This design comes from an exercise in tuning for small area on the open sky130 flow, not from production work.
In this exercise RTL edits were held to simulation tests only and were not proved equivalent to the original.
No activity file was given, so power comes from the tool's default toggle rates.

==> flow/design.v <==
module qspi_cmd_router (
  input  logic        clk,
  input  logic        reset,
  input  logic        spi_clk,
  input  logic        spi_cs,
  input  logic        spi_di,
  output logic        spi_do,
  output logic        spi_do_enable,
  output logic [1:0]  ram_cs,
  input  logic [1:0]  ram_di,
  output logic [7:0]  cmd_out,
  output logic [31:0] addr_out,
  output logic [11:0] len_out,
  output logic        cmd_strobe,
  output logic [7:0]  sr,
  input  logic [7:0]  sr_in,
  input  logic        sr_in_strobe,
  output logic [7:0]  wbuf_data,
  output logic        wbuf_valid,
  input  logic        wbuf_ready,
  output logic        wbuf_overflow,
  output logic        addr4
);
  localparam logic [2:0] S_IDLE   = 3'd0;
  localparam logic [2:0] S_CMD    = 3'd1;
  localparam logic [2:0] S_ADDR   = 3'd2;
  localparam logic [2:0] S_DUMMY  = 3'd3;
  localparam logic [2:0] S_TX     = 3'd4;
  localparam logic [2:0] S_RX     = 3'd5;
  localparam logic [2:0] S_IGNORE = 3'd6;
  logic [2:0]  r_sclk_pipe;
  logic [2:0]  r_cs_pipe;
  logic [1:0]  r_di_pipe;
  logic [2:0]  r_state;
  logic [2:0]  r_bit_cnt;
  logic [6:0]  r_shift;       
  logic [31:0] r_addr;        
  logic        r_addr_done;
  logic [7:0]  r_opcode;
  logic        r_wel_at_op;
  logic [11:0] r_len;
  logic        r_spi_do;
  logic        r_spi_do_en;
  logic [1:0]  r_ram_cs;
  logic [7:0]  r_sr;
  logic        r_addr4;
  logic [7:0]  r_cmd_out;
  logic [31:0] r_addr_out;
  logic [11:0] r_len_out;
  logic        r_cmd_strobe;
  logic        r_push;
  logic [7:0]  r_push_data;
  logic        r_ovf_clr;
  logic [7:0]  r_ring [32];
  logic [4:0]  r_rp;
  logic [5:0]  r_count;
  logic [4:0]  w_wp;
  logic        r_pend;
  logic        r_overflow;
  logic        w_sclk_rise;
  logic        w_sclk_fall;
  logic        w_cs_rise;
  logic        w_cs_fall;
  logic        w_cs_high;
  logic        w_di;
  logic        w_run;
  logic        w_start;
  logic        w_rise;
  logic        w_op_end;
  logic        w_in_cmd;
  logic        w_in_addr;
  logic        w_in_tx;
  logic        w_in_rx;
  logic [7:0]  w_byte_next;
  logic        w_byte_done;
  logic        w_addr_last;
  logic        w_local_tx;
  logic [7:0]  w_tx_byte;
  logic [11:0] w_len_inc;
  logic        w_end;
  logic        w_reportable;
  logic        w_pop;
  logic        w_full;
  logic        w_accept;
  logic        w_valid;
  logic        w_wr_now;
  logic        w_wr_pend;
  logic        w_wr0;
  logic        w_wr16;
  logic [7:0]  w_ring_l0 [16];
  logic [7:0]  w_ring_l1 [8];
  logic [7:0]  w_ring_l2 [4];
  logic [7:0]  w_ring_l3 [2];
  logic [7:0]  w_ring_q;
  assign w_sclk_rise  = r_sclk_pipe[1] & ~r_sclk_pipe[2];
  assign w_sclk_fall  = ~r_sclk_pipe[1] & r_sclk_pipe[2];
  assign w_cs_rise    = r_cs_pipe[1] & ~r_cs_pipe[2];
  assign w_cs_fall    = ~r_cs_pipe[1] & r_cs_pipe[2];
  assign w_cs_high    = r_cs_pipe[1];
  assign w_di         = r_di_pipe[1];
  assign w_run        = !w_cs_high && (r_state != S_IDLE);
  assign w_start      = !w_cs_high && (r_state == S_IDLE) && w_cs_fall;
  assign w_rise       = w_run && w_sclk_rise;
  assign w_in_cmd     = (r_state == S_CMD);
  assign w_in_addr    = (r_state == S_ADDR);
  assign w_in_tx      = (r_state == S_TX);
  assign w_in_rx      = (r_state == S_RX);
  assign w_byte_next  = {r_shift, w_di};
  assign w_byte_done  = (r_bit_cnt == 3'd7);
  assign w_op_end     = w_rise && w_in_cmd && w_byte_done;
  assign w_addr_last  = r_addr4 ? r_len[2] : (r_len[1] & r_len[0]);
  assign w_len_inc    = (r_len == 12'hFFF) ? r_len : r_len + 12'd1;
  assign w_local_tx   = r_opcode[7] | r_opcode[2];
  assign w_end        = w_cs_rise && (r_state != S_IDLE) && (r_state != S_CMD);
  assign w_reportable = (r_opcode != 8'h9F) && (r_opcode != 8'h05) &&
                        (r_opcode != 8'h06) && (r_opcode != 8'h04);
  always_comb begin
    w_tx_byte = 8'h00;
    if (!r_opcode[7]) begin
      w_tx_byte = r_sr;
    end else if (r_len[11:2] == '0) begin
      case (r_len[1:0])
        2'd1:    w_tx_byte = 8'hC2;
        2'd2:    w_tx_byte = 8'h20;
        2'd3:    w_tx_byte = 8'h18;
        default: w_tx_byte = 8'h00;
      endcase
    end
  end
  always_ff @(posedge clk) begin
    if (reset) r_cs_pipe <= '0;
    else       r_cs_pipe <= {r_cs_pipe[1:0], spi_cs};
  end
  always_ff @(posedge clk) begin
    r_sclk_pipe <= {r_sclk_pipe[1:0], spi_clk};
    r_di_pipe   <= {r_di_pipe[0], spi_di};
    r_ovf_clr   <= w_op_end && (w_byte_next == 8'h02) && r_sr[1];
    if (w_start) begin
      r_bit_cnt   <= '0;
      r_len       <= '0;
      r_addr_done <= 1'b0;
    end else if (w_rise) begin
      r_bit_cnt <= r_bit_cnt + 3'd1;
      if (w_byte_done) r_len <= w_len_inc;
      if (w_in_addr && w_byte_done && w_addr_last) r_addr_done <= 1'b1;
    end
    if (w_rise) begin
      if (!(w_in_tx && w_local_tx)) r_shift <= w_byte_next[6:0];
      if (w_in_cmd && w_byte_done) begin
        r_opcode    <= w_byte_next;
        r_wel_at_op <= r_sr[1];
      end
      if (w_in_addr) r_addr <= {r_addr[30:0], w_di};
      if (w_in_rx && w_byte_done) r_push_data <= w_byte_next;
    end
    if (w_run && w_sclk_fall && w_in_tx && w_local_tx) begin
      if (r_bit_cnt == 3'd0) r_shift <= w_tx_byte[6:0];
      else                   r_shift <= {r_shift[5:0], 1'b0};
    end
  end
  always_ff @(posedge clk) begin
    if (reset) begin
      r_state      <= S_IDLE;
      r_spi_do     <= 1'b0;
      r_spi_do_en  <= 1'b0;
      r_ram_cs     <= '1;
      r_sr         <= '0;
      r_addr4      <= 1'b0;
      r_cmd_out    <= '0;
      r_addr_out   <= '0;
      r_len_out    <= '0;
      r_cmd_strobe <= 1'b0;
      r_push       <= 1'b0;
    end else begin
      r_cmd_strobe <= 1'b0;
      r_push       <= 1'b0;
      if (w_cs_high) begin
        r_state     <= S_IDLE;
        r_ram_cs    <= '1;
        r_spi_do    <= 1'b0;
        r_spi_do_en <= 1'b0;
        if (w_end) begin
          if (w_reportable) begin
            r_cmd_strobe <= 1'b1;
            r_cmd_out    <= r_opcode;
            r_addr_out   <= r_addr_done ? {r_addr4 ? r_addr[31:24] : 8'h00, r_addr[23:0]} : 32'h0;
            r_len_out    <= r_len;
          end
          if (r_wel_at_op && r_addr_done && !r_opcode[0]) begin
            r_sr[0] <= 1'b1;
            r_sr[1] <= 1'b0;
          end
        end
      end else if (r_state == S_IDLE) begin
        if (w_cs_fall) begin
          r_state  <= S_CMD;
          r_ram_cs <= '0;
        end
      end else begin
        if (w_sclk_rise) begin
          case (r_state)
            S_CMD: begin
              if (w_byte_done) begin
                r_ram_cs <= '1;
                r_state  <= S_IGNORE;
                case (w_byte_next)
                  8'h9F, 8'h05: begin
                    r_state     <= S_TX;
                    r_spi_do_en <= 1'b1;
                  end
                  8'h06: r_sr[1] <= 1'b1;
                  8'h04: r_sr[1] <= 1'b0;
                  8'hB7: r_addr4 <= 1'b1;
                  8'hE9: r_addr4 <= 1'b0;
                  8'h03, 8'h0B: begin
                    r_state  <= S_ADDR;
                    r_ram_cs <= '0;
                  end
                  8'h02, 8'h20: r_state <= S_ADDR;
                  default: ;
                endcase
              end
            end
            S_ADDR: begin
              if (w_byte_done && r_len[0] && !r_len[1] && r_opcode[0])
                r_ram_cs <= r_addr[6] ? 2'b01 : 2'b10;
              if (w_byte_done && w_addr_last) begin
                if (r_opcode[0]) begin
                  if (r_opcode[3]) begin
                    r_state <= S_DUMMY;
                  end else begin
                    r_state     <= S_TX;
                    r_spi_do_en <= 1'b1;
                  end
                end else begin
                  r_state <= r_opcode[1] ? S_RX : S_IGNORE;
                end
              end
            end
            S_DUMMY: begin
              if (w_byte_done) begin
                r_state     <= S_TX;
                r_spi_do_en <= 1'b1;
              end
            end
            S_RX: begin
              if (w_byte_done && r_wel_at_op) r_push <= 1'b1;
            end
            default: ;
          endcase
        end
        if (w_in_tx) begin
          if (!w_local_tx)
            r_spi_do <= r_ram_cs[0] ? ram_di[1] : ram_di[0];
          else if (w_sclk_fall)
            r_spi_do <= (r_bit_cnt == 3'd0) ? w_tx_byte[7] : r_shift[6];
        end
      end
      if (sr_in_strobe) r_sr <= sr_in;
    end
  end
  assign w_wp     = r_rp + r_count[4:0];
  assign w_valid  = (r_count != '0);
  assign w_full   = r_count[5];
  assign w_pop    = wbuf_ready && w_valid;
  assign w_accept = r_push && (!w_full || w_pop);
  assign w_wr_now  = w_accept && (w_wp[3:0] == 4'hF);
  assign w_wr_pend = r_pend && (w_wp[3:0] == 4'h0);
  assign w_wr0     = (w_wr_now && w_wp[4]) || (w_wr_pend && !w_wp[4]);
  assign w_wr16    = (w_wr_now && !w_wp[4]) || (w_wr_pend && w_wp[4]);
  always_ff @(posedge clk) begin
    r_rp <= r_rp + (w_pop ? 5'd2 : 5'd1);
  end
  always_ff @(posedge clk) begin
    if (reset) begin
      r_count    <= '0;
      r_pend     <= 1'b0;
      r_overflow <= 1'b0;
    end else begin
      case ({w_accept, w_pop})
        2'b10:   r_count <= r_count + 6'd1;
        2'b01:   r_count <= r_count - 6'd1;
        default: r_count <= r_count;
      endcase
      if (w_accept && !w_wr_now) r_pend <= 1'b1;
      else if (w_wr_pend)        r_pend <= 1'b0;
      if (r_ovf_clr)                r_overflow <= 1'b0;
      else if (r_push && !w_accept) r_overflow <= 1'b1;
    end
  end
  always_ff @(posedge clk) begin
    for (int i = 1; i < 32; i++) begin
      if (i != 16) r_ring[i] <= r_ring[i-1];
    end
    r_ring[0]  <= w_wr0  ? r_push_data : r_ring[31];
    r_ring[16] <= w_wr16 ? r_push_data : r_ring[15];
  end
  always_comb begin
    for (int i = 0; i < 16; i++) w_ring_l0[i] = r_rp[0] ? r_ring[2*i+1] : r_ring[2*i];
    for (int i = 0; i < 8; i++)  w_ring_l1[i] = r_rp[1] ? w_ring_l0[2*i+1] : w_ring_l0[2*i];
    for (int i = 0; i < 4; i++)  w_ring_l2[i] = r_rp[2] ? w_ring_l1[2*i+1] : w_ring_l1[2*i];
    for (int i = 0; i < 2; i++)  w_ring_l3[i] = r_rp[3] ? w_ring_l2[2*i+1] : w_ring_l2[2*i];
    w_ring_q = r_rp[4] ? w_ring_l3[1] : w_ring_l3[0];
  end
  assign spi_do        = r_spi_do;
  assign spi_do_enable = r_spi_do_en;
  assign ram_cs        = r_ram_cs;
  assign cmd_out       = r_cmd_out;
  assign addr_out      = r_addr_out;
  assign len_out       = r_len_out;
  assign cmd_strobe    = r_cmd_strobe;
  assign sr            = r_sr;
  assign addr4         = r_addr4;
  assign wbuf_data     = (r_pend && (r_count == 6'd1)) ? r_push_data : w_ring_q;
  assign wbuf_valid    = w_valid;
  assign wbuf_overflow = r_overflow;
endmodule
==> flow/flow/run.sh <==
#!/bin/bash
# Own layout flow:
#  1. the standard synthesis (standard.sh synth), unchanged;
#  2. the combinational logic between the registers is re-mapped for area with
#     yosys/abc (remap.ys, remap.abc: abc's &deepsyn). Round 1 tries eight
#     random seeds on the standard netlist, rounds 2 and 3 four seeds each on
#     the smallest netlist so far; four runs at a time. The registers are kept
#     as synthesis made them (same instances, names and cell types): a result
#     whose registers differ from the standard netlist's is discarded, and if
#     no result is left the standard netlist is used as it is;
#  3. the standard layout (standard.sh finish) of that netlist, with the
#     port buffers made from sky130_fd_sc_hd__buf_1 cells and a clock tree of
#     sky130_fd_sc_hd__clkbuf_4 cells over clusters of at most 10 registers,
#     without dummy loads.
# Each tool's full output goes to a log file in this folder.
set -uo pipefail
here=$(pwd)
res=$here/orfs/results/$FLOW_PLATFORM/qspi_cmd_router/base
lib=$FLOW_HOME/platforms/$FLOW_PLATFORM/lib/sky130_fd_sc_hd__tt_025C_1v80.lib
mkdir -p $here/remap

bash standard.sh synth > $here/log_1_synth.txt 2>&1 || { echo "standard synthesis failed"; exit 1; }
cp $res/1_2_yosys.v $here/standard_netlist.v

regs() { grep -oE '^\s*sky130_fd_sc_hd__(df|edf|sdf|dl)[a-z0-9_]+\s+[^ (]+' "$1" | awk '{print $1, $2}' | sort; }
regs $here/standard_netlist.v > $here/standard_regs.txt

# remap_one ROUND SEED INPUT
remap_one() {
  local r=$1 s=$2 in=$3 d=$here/remap/r$1_s$2
  mkdir -p $d
  sed -e "s#{S}#$s#" $here/flow/remap.abc > $d/remap.abc
  sed -e "s#{LIB}#$lib#g" -e "s#{IN}#$in#" -e "s#{TOP}#$FLOW_TOP#g" \
      -e "s#{ABC}#$d/remap.abc#" -e "s#{DONTUSE}#$(cat $here/flow/dont_use.txt)#" \
      -e "s#{STAT}#$d/stat.txt#" -e "s#{OUT}#$d/netlist.v#" \
      $here/flow/remap.ys > $d/remap.ys
  yosys -s $d/remap.ys > $here/log_2_remap_r$1_s$2.txt 2>&1
}

best=""; best_area=""
pick() {  # pick ROUND SEEDS...
  local r=$1; shift
  for s in "$@"; do
    local d=$here/remap/r${r}_s$s
    [[ -s $d/netlist.v && -s $here/standard_regs.txt ]] || { echo "round $r seed $s: no result"; continue; }
    regs $d/netlist.v | cmp -s - $here/standard_regs.txt || { echo "round $r seed $s: registers differ"; continue; }
    local a=$(grep "top module" $d/stat.txt | awk '{print $NF}')
    [[ -n "$a" ]] || continue
    echo "round $r seed $s: area $a"
    if [[ -z "$best_area" ]] || awk "BEGIN{exit !($a < $best_area)}"; then best=$d/netlist.v; best_area=$a; fi
  done
}

for s in 1 2 3 4; do remap_one 1 $s $here/standard_netlist.v & done; wait
for s in 5 6 7 8; do remap_one 1 $s $here/standard_netlist.v & done; wait
pick 1 1 2 3 4 5 6 7 8 >> $here/log_2_remap_choice.txt
for r in 2 3; do
  [[ -n "$best" ]] || break
  in=$best
  for s in 1 2 3 4; do remap_one $r $s $in & done; wait
  pick $r 1 2 3 4 >> $here/log_2_remap_choice.txt
done
if [[ -n "$best" ]]; then
  echo "using $best ($best_area)" >> $here/log_2_remap_choice.txt
  cp $best $res/1_2_yosys.v
  rm -f $res/1_synth.odb $res/1_synth.sdc
else
  echo "remap failed, keeping the standard netlist" >> $here/log_2_remap_choice.txt
fi

cts="-sink_clustering_enable -repair_clock_nets -sink_clustering_size 10 -sink_clustering_max_diameter 40 -buf_list sky130_fd_sc_hd__clkbuf_4 -dont_use_dummy_load"
bash standard.sh BUFFER_PORTS_ARGS="-buffer_cell sky130_fd_sc_hd__buf_1" CTS_ARGS="$cts" finish > $here/log_3_layout.txt 2>&1 \
  || { echo "layout failed"; tail -30 $here/log_3_layout.txt; exit 1; }
==> flow/flow/dont_use.txt <==
-dont_use sky130_fd_sc_hd__lpflow_bleeder_1 -dont_use sky130_fd_sc_hd__lpflow_clkbufkapwr_1 -dont_use sky130_fd_sc_hd__lpflow_clkbufkapwr_16 -dont_use sky130_fd_sc_hd__lpflow_clkbufkapwr_2 -dont_use sky130_fd_sc_hd__lpflow_clkbufkapwr_4 -dont_use sky130_fd_sc_hd__lpflow_clkbufkapwr_8 -dont_use sky130_fd_sc_hd__lpflow_clkinvkapwr_1 -dont_use sky130_fd_sc_hd__lpflow_clkinvkapwr_16 -dont_use sky130_fd_sc_hd__lpflow_clkinvkapwr_2 -dont_use sky130_fd_sc_hd__lpflow_clkinvkapwr_4 -dont_use sky130_fd_sc_hd__lpflow_clkinvkapwr_8 -dont_use sky130_fd_sc_hd__lpflow_decapkapwr_12 -dont_use sky130_fd_sc_hd__lpflow_decapkapwr_3 -dont_use sky130_fd_sc_hd__lpflow_decapkapwr_4 -dont_use sky130_fd_sc_hd__lpflow_decapkapwr_6 -dont_use sky130_fd_sc_hd__lpflow_decapkapwr_8 -dont_use sky130_fd_sc_hd__lpflow_inputiso0n_1 -dont_use sky130_fd_sc_hd__lpflow_inputiso0p_1 -dont_use sky130_fd_sc_hd__lpflow_inputiso1n_1 -dont_use sky130_fd_sc_hd__lpflow_inputiso1p_1 -dont_use sky130_fd_sc_hd__lpflow_inputisolatch_1 -dont_use sky130_fd_sc_hd__lpflow_isobufsrc_1 -dont_use sky130_fd_sc_hd__lpflow_isobufsrc_16 -dont_use sky130_fd_sc_hd__lpflow_isobufsrc_2 -dont_use sky130_fd_sc_hd__lpflow_isobufsrc_4 -dont_use sky130_fd_sc_hd__lpflow_isobufsrc_8 -dont_use sky130_fd_sc_hd__lpflow_isobufsrckapwr_16 -dont_use sky130_fd_sc_hd__lpflow_lsbuf_lh_hl_isowell_tap_1 -dont_use sky130_fd_sc_hd__lpflow_lsbuf_lh_hl_isowell_tap_2 -dont_use sky130_fd_sc_hd__lpflow_lsbuf_lh_hl_isowell_tap_4 -dont_use sky130_fd_sc_hd__lpflow_lsbuf_lh_isowell_4 -dont_use sky130_fd_sc_hd__lpflow_lsbuf_lh_isowell_tap_1 -dont_use sky130_fd_sc_hd__lpflow_lsbuf_lh_isowell_tap_2 -dont_use sky130_fd_sc_hd__lpflow_lsbuf_lh_isowell_tap_4 -dont_use sky130_fd_sc_hd__probe_p_8 -dont_use sky130_fd_sc_hd__probec_p_8 
==> flow/flow/remap.abc <==
strash
&get -n
&fraig -x
&deepsyn -J 100 -S {S}
&dch -f
&nf -R 1000 -F 8 -A 4 -C 32 -p
&put
==> flow/flow/remap.ys <==
# Re-map the combinational logic of the standard synthesis netlist for area.
# Every register instance (name, cell type, connections) is kept as it is.
read_liberty -ignore_miss_func {LIB}
read_verilog {IN}
hierarchy -top {TOP}
setattr -mod -set keep_hierarchy 1 sky130_fd_sc_hd__df* sky130_fd_sc_hd__edf* sky130_fd_sc_hd__sdf* sky130_fd_sc_hd__dl*
flatten
rename -hide w:*.*
opt_clean -purge
techmap
opt -fast
abc -script {ABC} -liberty {LIB} {DONTUSE}
opt_clean -purge
hilomap -singleton -hicell sky130_fd_sc_hd__conb_1 HI -locell sky130_fd_sc_hd__conb_1 LO
splitnets
opt_clean -purge
insbuf -buf sky130_fd_sc_hd__buf_4 A X
tee -o {STAT} stat -liberty {LIB}
select {TOP}
write_verilog -noattr -nohex -nodec -selected {OUT}
==> flow/standard.sh <==
#!/bin/bash
# synth_recipe.tcl (not shown) runs the flow's synth.tcl, then flattens the netlist and writes it again
# the make line also repeats each setting of config.mk as NAME=value (left out here)
make -C /OpenROAD-flow-scripts/flow DESIGN_CONFIG=/design/flow/config.mk WORK_HOME=/design/flow/orfs CLKGATE_MAP_FILE= SYNTH_SCRIPT=/design/flow/synth_recipe.tcl "${@:-finish}"
==> flow/config.mk <==
export PLATFORM = sky130hd
export DESIGN_NAME = qspi_cmd_router
export DESIGN_NICKNAME = qspi_cmd_router
export VERILOG_FILES = /design/flow/design.v
export SDC_FILE = /design/flow/constraint.sdc
export NUM_CORES = 4
export LEC_CHECK = 0
export CAP_MARGIN = 10
export CORE_MARGIN = 2
export CORE_UTILIZATION = 40
export SLEW_MARGIN = 10
==> flow/constraint.sdc <==
create_clock -name core_clock -period 8.0 [get_ports {clk}]
set_input_delay 1.6000 -clock core_clock [delete_from_list [all_inputs] [get_ports {clk}]]
set_output_delay 1.6000 -clock core_clock [all_outputs]
set_load 0.01 [all_outputs]
==> results.py <==
metrics = {
    "global_routing": {
        "grt_pass1_wl_mm": 44.5,
        "grt_overflow": 0,
        "grt_max_degree": 53,
        "antenna_found_initial": 1,
        "first_global_vias": 8223,
        "track_usage": 0.168,
    },
    "pwr": {
        "power.total_uw": 3090,
        "seqPwrFrac": 0.693,
        "p_per_area_nw_per_um2": 225,
        "switching_share": 0.211,
        "power_frac_comb": 0.009,
        "intPower_uw": 2440,
        "ir_worst_vdd_v": 0.000102,
        "switchingPower_uw": 653,
        "clockPowerShare": 0.298,
        "p_leak_uw": 0.00501,
    },
    "clock_tree": {
        "root_buffer": "clkbuf_4",
        "clk_latency_ns": 0.72,
        "clkTransAtPathRegs_ns": 0.10,
        "postCtsSetupRepairBufs": 0,
        "clock_path_buffers": 3,
        "cts_tree": "done",
        "cts_resized": 0,
        "postCtsHoldBufs": 0,
        "cts_sinks": 420,
        "htree_levels": 2,
        "cts_buffers": 51,
    },
    "setup_path": {
        "path_class": "flip-flop to primary output",
        "endpoint_kind": "primary output",
        "critPathLaunch": "r_rp[2]$_DFF_P_",
        "required_ns": 6.40,
        "cp.arrival_ns": 3.34,
        "cp_max_fo": 31,
        "regToRegSetupSlack_ns": 4.79,
        "crit_chain": "nand2b_1 -> or2_2 -> o22ai_1 -> o41ai_1 -> o221ai_1 -> o31ai_1 -> buf_1",
        "slowest_stage": "or2_2",
        "rr_startpoint": "r_rp[0]$_DFF_P_",
        "slowest_delay_ns": 0.69,
        "start_kind": "flip-flop",
    },
    "layout": {
        "layout.nets": 1130,
        "syn_to_final_growth_pct": 10.9,
        "multi_input_area_um2": 3410,
        "post_route_cells_drive_above_1_share": 0.0630,
        "fill_cells": 2871,
        "stdcell_count": 1508,
        "fin_area_um2": 13700,
        "regArea_um2": 8970,
    },
    "logic_synthesis": {
        "syn_area_um2": 12400,
        "syn_nets": 972,
        "synth_cells": 955,
        "yosysWarnings": 6,
        "synth.avg_cell_area_um2": 13.0,
    },
    "timing": {
        "setup_tns_ns": 0,
        "rsz0062_at_grt": "false",
        "tightest_slew_ns": 0.992,
        "setup_viol_count_final": 0,
        "slew_headroom": 0.333,
        "fmax_ghz": 0.202,
        "finClkSkew_ns": 0.119,
        "slew_viol_final": 0,
        "period_needed_ns": 4.94,
        "final-hold-violation-count": 0,
        "whs_ns": 0.239,
        "final.period_utilization": 0.618,
    },
    "routing": {
        "vias": 8334,
        "drc_errors": 0,
        "drt_pass1_iterations": 5,
        "drt-initial-drc-count": 589,
        "wl_mm": 27.9,
        "wl_per_cell_um": 18.5,
        "ant_nets": 0,
        "drt-vias-per-instance": 5.53,
    },
    "hold_path": {
        "hold_class": "flip-flop to flip-flop",
        "hp-start": "r_ring[27][0]$_DFF_P_",
    },
    "place": {
        "dpl.hpwl_mm": 16.6,
        "place_area_um2": 13300,
        "dp_cells": 1456,
        "numPortBuffers": 92,
        "place_congestion": 0.786,
    },
    "floorplan": {
        "die_x_um": 180,
        "die_y_um": 180,
        "die-area_um2": 32400,
        "coreArea_um2": 30500,
        "num_io_pins": 93,
        "placement_rows": 64,
        "start_util": 0.406,
    },
    "run_status": {
        "status": "finished clean",
    },
    "run": {
        "timing.max_cap.violations": 0,
    },
}
placed cells by master (no fill, tap or decap), types with 5 or more instances in the layout:
cell / n
a21oi_1: 27
a221o_1: 5
a22o_1: 60
a31oi_1: 6
and3_1: 8
buf_1: 92
buf_4: 13
clkbuf_4: 51
clkinv_1: 6
dfxtp_1: 364
edfxtp_1: 56
mux2_1: 18
nand2_1: 35
nand2b_1: 12
nand3_1: 14
nor2_1: 57
nor2b_1: 11
nor3_1: 27
nor4_1: 29
o21a_1: 7
o21ai_0: 10
o221ai_1: 9
o22ai_1: 127
o31ai_1: 9
o41ai_1: 8
xnor2_1: 8
xor2_1: 5
path summary, 6_finish.rpt:
path | cells past startpoint | to
max reg2reg | 7 | r_ring[0][5]$_DFF_P_
max | 7 | wbuf_data[1]
min reg2reg | 0 | r_ring[28][0]$_DFF_P_
min | 0 | r_ring[28][0]$_DFF_P_
per-stage QoR:
| stage | utilization | worst slack (ns) |
|---|---|---|
| 2_1_floorplan | - | 3.78 |
| 3_3_place_gp | 0.437 | 3.79 |
| 3_5_place_dp | 0.437 | 3.72 |
| 4_1_cts | 0.450 | 3.02 |
| 5_1_grt | 0.450 | 2.76 |
| 6_report | 0.450 | 3.06 |
routing by layer:
metal	up-vias	GRT usage	wire, um
met3	58	0.0373	1580
met4	0	0.0546	618
met5	-	0	0
met1	4066	0.232	13100
met2	219	0.264	12600
li1	3991	-	-
worst max-delay path: cells and delay by family, from the launching register on:
family,cells,cell delay [ns]
buffers and inverters,1,0.20
AND/OR/NAND/NOR,2,0.89
AO/OA/AOI/OAI,4,1.11
flip-flops,1,0.50
cell type report:
| type | count | area share |
|---|---|---|
| antenna | 1 | 0.000182 |
| clock buffer | 51 | 0.0279 |
| inverter | 6 | 0.00164 |
| multi-input combinational | 529 | 0.248 |
| sequential | 420 | 0.653 |
| tap | 396 | 0.0361 |
| timing repair buffer | 105 | 0.0323 |
registers in the layout, summed over array words and instances (netlist names), 2 cells and up:
| register | flops |
|---|---|
| r_sr | 8 |
| r_sclk_pipe | 3 |
| r_bit_cnt | 3 |
| r_len_out | 12 |
| r_cs_pipe | 3 |
| r_rp | 5 |
| r_push_data | 8 |
| r_ring | 256 |
| r_len | 12 |
| r_state | 3 |
| r_shift | 7 |
| r_addr | 32 |
| r_ram_cs | 2 |
| r_opcode | 8 |
| r_di_pipe | 2 |
| r_addr_out | 32 |
| r_cmd_out | 8 |
| r_count | 6 |
power by group through the flow:
stage / combinational (uW) / sequential, uW / clock [uW]
floorplan: 15.1 / 2190 / 0
global placement: 28.6 / 2190 / 0
detailed placement: 29.0 / 2190 / 0
CTS: 29.2 / 2140 / 952
global route: 32.4 / 2140 / 1040
finish: 28.7 / 2140 / 921

==> re-timing with driven ports <==
In the flow no input, the clock included, has a driving cell. The finished layout below was timed again as built, in two steps.
Step 1 assumes that a clkbuf_16 drives the clock port and a buf_2 every other input.
Step 2 moves the port delays by t, midway between the first and last clock arrival at a register: inputs arrive t later, outputs are due t later. That takes back most of the time a late clock gives input paths.
Three values: no drivers, after step 1, after step 2; two values: the first two.
t, ns: 0.712
setup slack, ns: 3.058 / 3.012 / 3.724
worst hold slack (ns): 0.239 / 0.239 / 0.239
worst slew at a driven data input, ns: 0.05
cell pins on the clock port's net: 1
After both steps this run still meets setup and hold. For this run, drivers alone change the setup slack by -0.046 ns; drivers and shift together by +0.666 ns.
